This is an optimization exercise on Yosys and OpenROAD, whose aim is small area, not a production implementation.
Only simulation tests tie the RTL to the original design; equivalence was not proved.
Power and IR drop assume default switching activity.

$ cat design/flow/config.mk
export PLATFORM = sky130hd
export DESIGN_NAME = lcd_hd44780_receiver
export DESIGN_NICKNAME = lcd_hd44780_receiver
export VERILOG_FILES = /design/flow/design.v
export SDC_FILE = /design/flow/constraint.sdc
export NUM_CORES = 4
export LEC_CHECK = 0
export CAP_MARGIN = 20
export CORE_MARGIN = 2
export CORE_UTILIZATION = 40
export SLEW_MARGIN = 20
$ cat design/flow/run.sh
#!/bin/bash
# synth_recipe.tcl (not shown) runs the flow's synth.tcl, then flattens the netlist and writes it again
# the make line also repeats each setting of config.mk as NAME=value (left out here)
make -C /OpenROAD-flow-scripts/flow DESIGN_CONFIG=/design/flow/config.mk WORK_HOME=/design/flow/orfs CLKGATE_MAP_FILE= SYNTH_SCRIPT=/design/flow/synth_recipe.tcl finish
$ cat design/flow/constraint.sdc
create_clock -name core_clock -period 10.0 [get_ports {clk}]
set_input_delay 2.0000 -clock core_clock [delete_from_list [all_inputs] [get_ports {clk}]]
set_output_delay 2.0000 -clock core_clock [all_outputs]
set_load 0.01 [all_outputs]
$ cat design/flow/design.v
module lcd_hd44780_receiver #(
    parameter int unsigned POWER_CYCLES = 15000,
    parameter int unsigned CMD_CYCLES   = 37,
    parameter int unsigned CLEAR_CYCLES = 1520
) (
    input  logic       clk,
    input  logic       reset,
    input  logic       lcd_e,
    input  logic       lcd_rs,
    input  logic       lcd_rw,
    input  logic [3:0] lcd_d,
    output logic [3:0] lcd_d_out,
    output logic       lcd_d_oe,
    output logic       busy,
    output logic [6:0] ac,
    output logic       mode_4bit,
    output logic       display_on,
    output logic       cursor_on,
    output logic       blink_on,
    output logic       byte_valid,
    output logic       byte_rs,
    output logic [7:0] byte_data,
    output logic       protocol_err,
    input  logic [6:0] dbg_addr,
    output logic [7:0] dbg_char
);
    localparam int unsigned BMAX = (CLEAR_CYCLES > CMD_CYCLES) ? CLEAR_CYCLES : CMD_CYCLES;
    localparam int PW = $clog2(POWER_CYCLES + 1);
    localparam int BW = $clog2(BMAX + 1);
    typedef enum logic [1:0] {S_PWR, S_BOOT, S_HI, S_LO} state_e;
    logic [2:0]       e_sync_q, rs_sync_q, rw_sync_q;
    logic [2:0][3:0]  d_sync_q;
    logic             e_s2, e_s3, rs_s2, rs_s3, rw_s2, rw_s3, fall;
    logic [3:0]       d_s3;
    state_e           state_q, state_d;
    logic [PW-1:0]    pwr_cnt_q, pwr_cnt_d;
    logic [BW-1:0]    bcnt_q, bcnt_d;
    logic [3:0]       hi_nib_q, hi_nib_d;
    logic [6:0]       ac_q, ac_d;
    logic             id_q, id_d;
    logic [2:0]       dcb_q, dcb_d;
    logic             mode_q, mode_d, err_q, err_d;
    logic             bv_q, bv_d, brs_q, brs_d;
    logic [7:0]       bdata_q, bdata_d;
    logic [7:0]       byte_w;
    logic             mem_we, mem_clr;
    logic [7:0]       mem_q [0:127];
    logic [7:0]       dbg_q;
    assign e_s2   = e_sync_q[1];
    assign e_s3   = e_sync_q[2];
    assign rs_s2  = rs_sync_q[1];
    assign rs_s3  = rs_sync_q[2];
    assign rw_s2  = rw_sync_q[1];
    assign rw_s3  = rw_sync_q[2];
    assign d_s3   = d_sync_q[2];
    assign fall   = e_s3 & ~e_s2;
    assign byte_w = {hi_nib_q, d_s3};
    assign busy = (state_q == S_PWR) || (bcnt_q != '0);
    always_comb begin
        state_d   = state_q;
        pwr_cnt_d = pwr_cnt_q;
        bcnt_d    = (bcnt_q != '0) ? bcnt_q - BW'(1) : bcnt_q;
        hi_nib_d  = hi_nib_q;
        ac_d      = ac_q;
        id_d      = id_q;
        dcb_d     = dcb_q;
        mode_d    = mode_q;
        err_d     = err_q;
        bv_d      = 1'b0;
        brs_d     = brs_q;
        bdata_d   = bdata_q;
        mem_we    = 1'b0;
        mem_clr   = 1'b0;
        unique case (state_q)
            S_PWR: begin
                if (pwr_cnt_q == '0) state_d = S_BOOT;
                else                 pwr_cnt_d = pwr_cnt_q - PW'(1);
                if (fall) err_d = 1'b1;
            end
            S_BOOT: if (fall) begin
                if (rw_s3 || rs_s3 || busy || !(d_s3 == 4'h3 || d_s3 == 4'h2)) begin
                    err_d = 1'b1;
                end else begin
                    bcnt_d = BW'(CMD_CYCLES);
                    if (d_s3 == 4'h2) begin
                        state_d = S_HI;
                        mode_d  = 1'b1;
                    end
                end
            end
            S_HI: if (fall) begin
                state_d  = S_LO;
                hi_nib_d = d_s3;
                if (rw_s3 && rs_s3) err_d = 1'b1;
            end
            S_LO: if (fall) begin
                state_d = S_HI;
                if (rw_s3) begin
                    if (rs_s3) err_d = 1'b1;
                end else if (busy) begin
                    err_d = 1'b1;
                end else begin
                    bv_d    = 1'b1;
                    brs_d   = rs_s3;
                    bdata_d = byte_w;
                    bcnt_d  = BW'(CMD_CYCLES);
                    if (rs_s3) begin
                        mem_we = 1'b1;
                        ac_d   = id_q ? ac_q + 7'd1 : ac_q - 7'd1;
                    end else begin
                        priority casez (byte_w)
                            8'b1???????: ac_d = byte_w[6:0];
                            8'b01??????: ;
                            8'b001?????: if (byte_w[4]) err_d = 1'b1;
                            8'b0001????: if (!byte_w[3]) ac_d = byte_w[2] ? ac_q + 7'd1 : ac_q - 7'd1;
                            8'b00001???: dcb_d = byte_w[2:0];
                            8'b000001??: id_d = byte_w[1];
                            8'b0000001?: begin
                                ac_d   = 7'd0;
                                bcnt_d = BW'(CLEAR_CYCLES);
                            end
                            8'b00000001: begin
                                mem_clr = 1'b1;
                                ac_d    = 7'd0;
                                id_d    = 1'b1;
                                bcnt_d  = BW'(CLEAR_CYCLES);
                            end
                            default: ;
                        endcase
                    end
                end
            end
        endcase
    end
    always_ff @(posedge clk) begin
        if (reset) begin
            e_sync_q  <= '0;
            rs_sync_q <= '0;
            rw_sync_q <= '0;
            d_sync_q  <= '0;
            state_q   <= S_PWR;
            pwr_cnt_q <= PW'(POWER_CYCLES);
            bcnt_q    <= '0;
            hi_nib_q  <= '0;
            ac_q      <= '0;
            id_q      <= 1'b1;
            dcb_q     <= '0;
            mode_q    <= 1'b0;
            err_q     <= 1'b0;
            bv_q      <= 1'b0;
            brs_q     <= 1'b0;
            bdata_q   <= '0;
            dbg_q     <= '0;
        end else begin
            e_sync_q  <= {e_sync_q[1:0], lcd_e};
            rs_sync_q <= {rs_sync_q[1:0], lcd_rs};
            rw_sync_q <= {rw_sync_q[1:0], lcd_rw};
            d_sync_q  <= {d_sync_q[1:0], lcd_d};
            state_q   <= state_d;
            pwr_cnt_q <= pwr_cnt_d;
            bcnt_q    <= bcnt_d;
            hi_nib_q  <= hi_nib_d;
            ac_q      <= ac_d;
            id_q      <= id_d;
            dcb_q     <= dcb_d;
            mode_q    <= mode_d;
            err_q     <= err_d;
            bv_q      <= bv_d;
            brs_q     <= brs_d;
            bdata_q   <= bdata_d;
            dbg_q     <= mem_q[dbg_addr];
        end
    end
    always_ff @(posedge clk) begin
        if (!reset) begin
            if (mem_clr) begin
                for (int i = 0; i < 128; i++) mem_q[i] <= 8'h20;
            end else if (mem_we) begin
                mem_q[ac_q] <= byte_w;
            end
        end
    end
    always_comb begin
        lcd_d_out = 4'h0;
        if (lcd_d_oe && !rs_s2) lcd_d_out = (state_q == S_LO) ? ac_q[3:0] : {busy, ac_q[6:4]};
    end
    assign lcd_d_oe     = rw_s2 & e_s2;
    assign ac           = ac_q;
    assign mode_4bit    = mode_q;
    assign display_on   = dcb_q[2];
    assign cursor_on    = dcb_q[1];
    assign blink_on     = dcb_q[0];
    assign byte_valid   = bv_q;
    assign byte_rs      = brs_q;
    assign byte_data    = bdata_q;
    assign protocol_err = err_q;
    assign dbg_char     = dbg_q;
endmodule
==> impl_metrics.py <==
metrics = {
    "timing": {
        "finalSetupViolations": 0,
        "slew_headroom": 0.195,
        "slew_violations": 0,
        "tightest_slew_ns": 1.20,
        "fin_tns_setup_ns": 0,
        "fmax_mhz": 199,
        "final_hold_viol_count": 0,
        "whs_ns": 0.434,
        "min_period_ns": 5.01,
        "fin_skew_ns": 0.0269,
        "rsz0062_at_grt": "false",
        "fin_ws_ns": 4.99,
        "post-route-period-util": 0.501,
    },
    "route": {
        "dr.first_iter.drc_count": 4992,
        "drc": 0,
        "dr_wl_met3_um": 17800,
        "top_layer": "met4",
        "wl_um": 152000,
        "wl_per_cell_um": 28.6,
        "dr_total_vias": 31731,
        "wl_met1_um": 60900,
        "dr.pass1.iters": 5,
        "wl_met2_um": 68800,
        "antenna_left": 0,
        "avgViaCountPerCell": 5.97,
    },
    "synth": {
        "yosys.area.top_type": "edfxtp_1",
        "synthTopCellsByArea": "edfxtp_1 63%, mux4_2 10%, nor2_1 7.6%, dfxtp_1 3.4%, mux2i_1 2.6%",
        "synth_seq_area_share": 0.662,
        "synth_top_area_share": 0.628,
        "synth_cell_types": 71,
        "yosysWarnings": 1,
        "synth-seq-cells": 1107,
        "synth_nets": 3685,
        "synth_ff_type": "edfxtp_1",
        "avgSynthCellArea_um2": 13.4,
        "synth_edf_count": 1024,
        "syn-cell-area_mm2": 0.0490,
        "async_flop_share": 0,
        "syn_inst": 3665,
    },
    "pwr": {
        "powerDensity_mw_per_mm2": 175,
        "ir_drop_v": 0.000157,
        "finalPower_w": 0.00953,
        "p_leak_nw": 14.3,
    },
    "clocking": {
        "cts_htree_levels": 3,
        "holdBufCountCts": 0,
        "cts.sinks": 1107,
        "cts.clk_slew.worst_paths_ns": 0.06,
        "cts_tree": "built",
        "root_buffer": "clkbuf_16",
        "ctsResizeCount": 0,
        "numCtsBuffers": 111,
        "clock_latency_ns": 0.69,
        "cts_setup_buffers": 0,
        "cts_buffer_depth": 3,
    },
    "final_layout": {
        "fin_cells": 5317,
        "insertedDiodeCount": 0,
        "final_cell_mix": "1,024 x edfxtp_1, 981 x nor2_1, 240 x nand2_1",
        "drive_above_1_share": 0.158,
        "fin_nets": 3616,
        "area_delta_synth_final_pct": 11.4,
        "layout_commonest_cell": "edfxtp_1",
    },
    "critical_path": {
        "path_buf_inv": 2,
        "cp_num_cells": 6,
        "slowest_stage": "o21ai_0",
        "crit_family": "simple AND/OR/NAND/NOR gates",
        "r2r_slack_ns": 5.03,
        "worstPathRequired_ns": 10.31,
        "cp-end-kind": "register",
        "crit_arrival_ns": 5.32,
        "slowest_delay_ns": 1.24,
        "path_cells": "buf_4, nand4b_4, nor2_4, buf_4, nand2_1, o21ai_0",
        "reg2regPathDepth": 7,
        "startpoint": "reset",
        "cp-start-kind": "input port",
        "criticalPathCategory": "input port to register",
        "critPathMostFrequentCell": "buf_4",
        "r2r-start": "state_q[1]$_SDFFE_PP0P_",
        "crit_fanout": 40,
    },
    "hold_path": {
        "hold_path.class": "register to register",
        "hold-path-cell-count": 1,
        "min_from": "d_sync_q[4]$_SDFF_PP0_",
    },
    "global_routing": {
        "grt_max_degree": 118,
        "antenna_found_initial": 7,
        "track_usage": 0.240,
        "overflow": 0,
        "grt_pass1_vias": 30548,
        "grt_pass1_wl_um": 218000,
    },
    "placement": {
        "dp_slack_ns": 4.29,
        "dpl.hpwl_um": 93400,
        "io_buffers": 51,
        "dp.cells": 5107,
        "place.gp.congestion": 0.896,
    },
    "flow_run": {
        "cap_violations": 0,
    },
    "floorplan": {
        "num_io_pins": 52,
        "die_h_um": 354,
        "initial_utilization": 0.403,
        "rows": 128,
        "dieWidth_um": 354,
        "die-area_mm2": 0.125,
        "coreArea_mm2": 0.122,
    },
    "outcome": {
        "run_status": "no timing/DRC/antenna violations",
    },
}
==> per-layer routing <==
layer	GRT usage	vias up
li1	-	13275
met1	0.351	16207
met2	0.366	1979
met3	0.0455	270
met4	0.0730	0
met5	0	-
==> Yosys cell counts (11+ instances only) <==
cell type and instances:
edfxtp_1 1024, nand2_1 267, a21oi_1 45, a221oi_1 16, nor3_1 45, mux2_2 26, nand4_1 12, mux2i_1 126
buf_1 11, nor2b_1 35, mux4_2 228, nand2b_1 16, nand3_1 43, clkbuf_1 241, nor2_1 985, buf_4 15
a22oi_1 34, buf_2 67, xnor2_1 12, inv_1 11, a22o_1 14, dfxtp_1 83, o21ai_0 144, o21ai_1 12
==> registers in the layout, indices dropped and copies added (netlist names) <==
| register | count |
|---|---|
| bv_q | 1 |
| brs_q | 1 |
| rw_sync_q | 3 |
| mem_q | 1024 |
| dcb_q | 3 |
| bcnt_q | 11 |
| state_q | 2 |
| mode_q | 1 |
| err_q | 1 |
| hi_nib_q | 4 |
| d_sync_q | 12 |
| bdata_q | 8 |
| dbg_q | 8 |
| e_sync_q | 3 |
| id_q | 1 |
| rs_sync_q | 3 |
| ac_q | 7 |
| pwr_cnt_q | 14 |
==> area by class of cell <==
type                    instances  area [um2]
clock buffers                 143        3000
repair buffers                158        1330
inverters                      11        41.3
clock inverters                66         572
multi-input cells            2207       15200
fillers                     10803       67000
well taps                    1625        2030
flip-flops and latches       1107       32400
==> logic make-up after synthesis <==
logic type,synth area share
AO/OA/AOI/OAI,0.0426
adder cells (fa/ha/maj),0.00102
multiplexers,0.137
XOR/XNOR,0.00304
AND/OR/NAND/NOR,0.124
flip-flops,0.662
buffers and inverters,0.0306
==> through the flow <==
stage | area (um2) | utilization
3_5_place_dp | 51000 | 0.419
6_report | 54600 | 0.449
4_1_cts | 54600 | 0.449
2_1_floorplan | 49000 | -
3_3_place_gp | 51000 | 0.419
5_1_grt | 54600 | 0.449
==> where the power goes <==
part           internal, W  switching (W)  leakage [nW]
Clock              0.00237        0.00180          1.76
Sequential         0.00500      0.0000296          8.36
Combinational     0.000130       0.000200          4.21
Total              0.00750        0.00202          14.3
==> final timing paths <==
check	to
worst min-delay path	d_sync_q[8]$_SDFF_PP0_
worst min register to register	d_sync_q[8]$_SDFF_PP0_
worst max register to register	mem_q[64][6]$_SDFFCE_PN0P_
worst max-delay path	mem_q[64][6]$_SDFFCE_PN0P_

what the ideal ports hide:
Ports are ideal in the flow. The routed layout listed here was re-timed in OpenROAD. Step 1 (the two cells are an assumption about what drives the block):
set clk [get_ports {clk}]
set_driving_cell -lib_cell sky130_fd_sc_hd__clkbuf_16 $clk
set_driving_cell -lib_cell sky130_fd_sc_hd__buf_2 [delete_from_list [all_inputs] $clk]
Step 2 times the ports against the registers' clock, not the clock port: input delays grow and output delays shrink by t, the midpoint of the rising clock arrivals with the driver on. Three values: ideal ports, drivers, drivers and shift; two values: the first two.
t, ns: 0.756
slack for setup (ns): 4.987 / 5.035 / 4.281
latest minus earliest clock arrival (ns): 0.031 / 0.031
worst data-port slew with drivers (ns): 0.06
pins driven straight from the clock port: 1
After both steps setup and hold are still met in this run. The setup slack of this run moves by +0.048 ns with the drivers and by -0.706 ns with both steps.
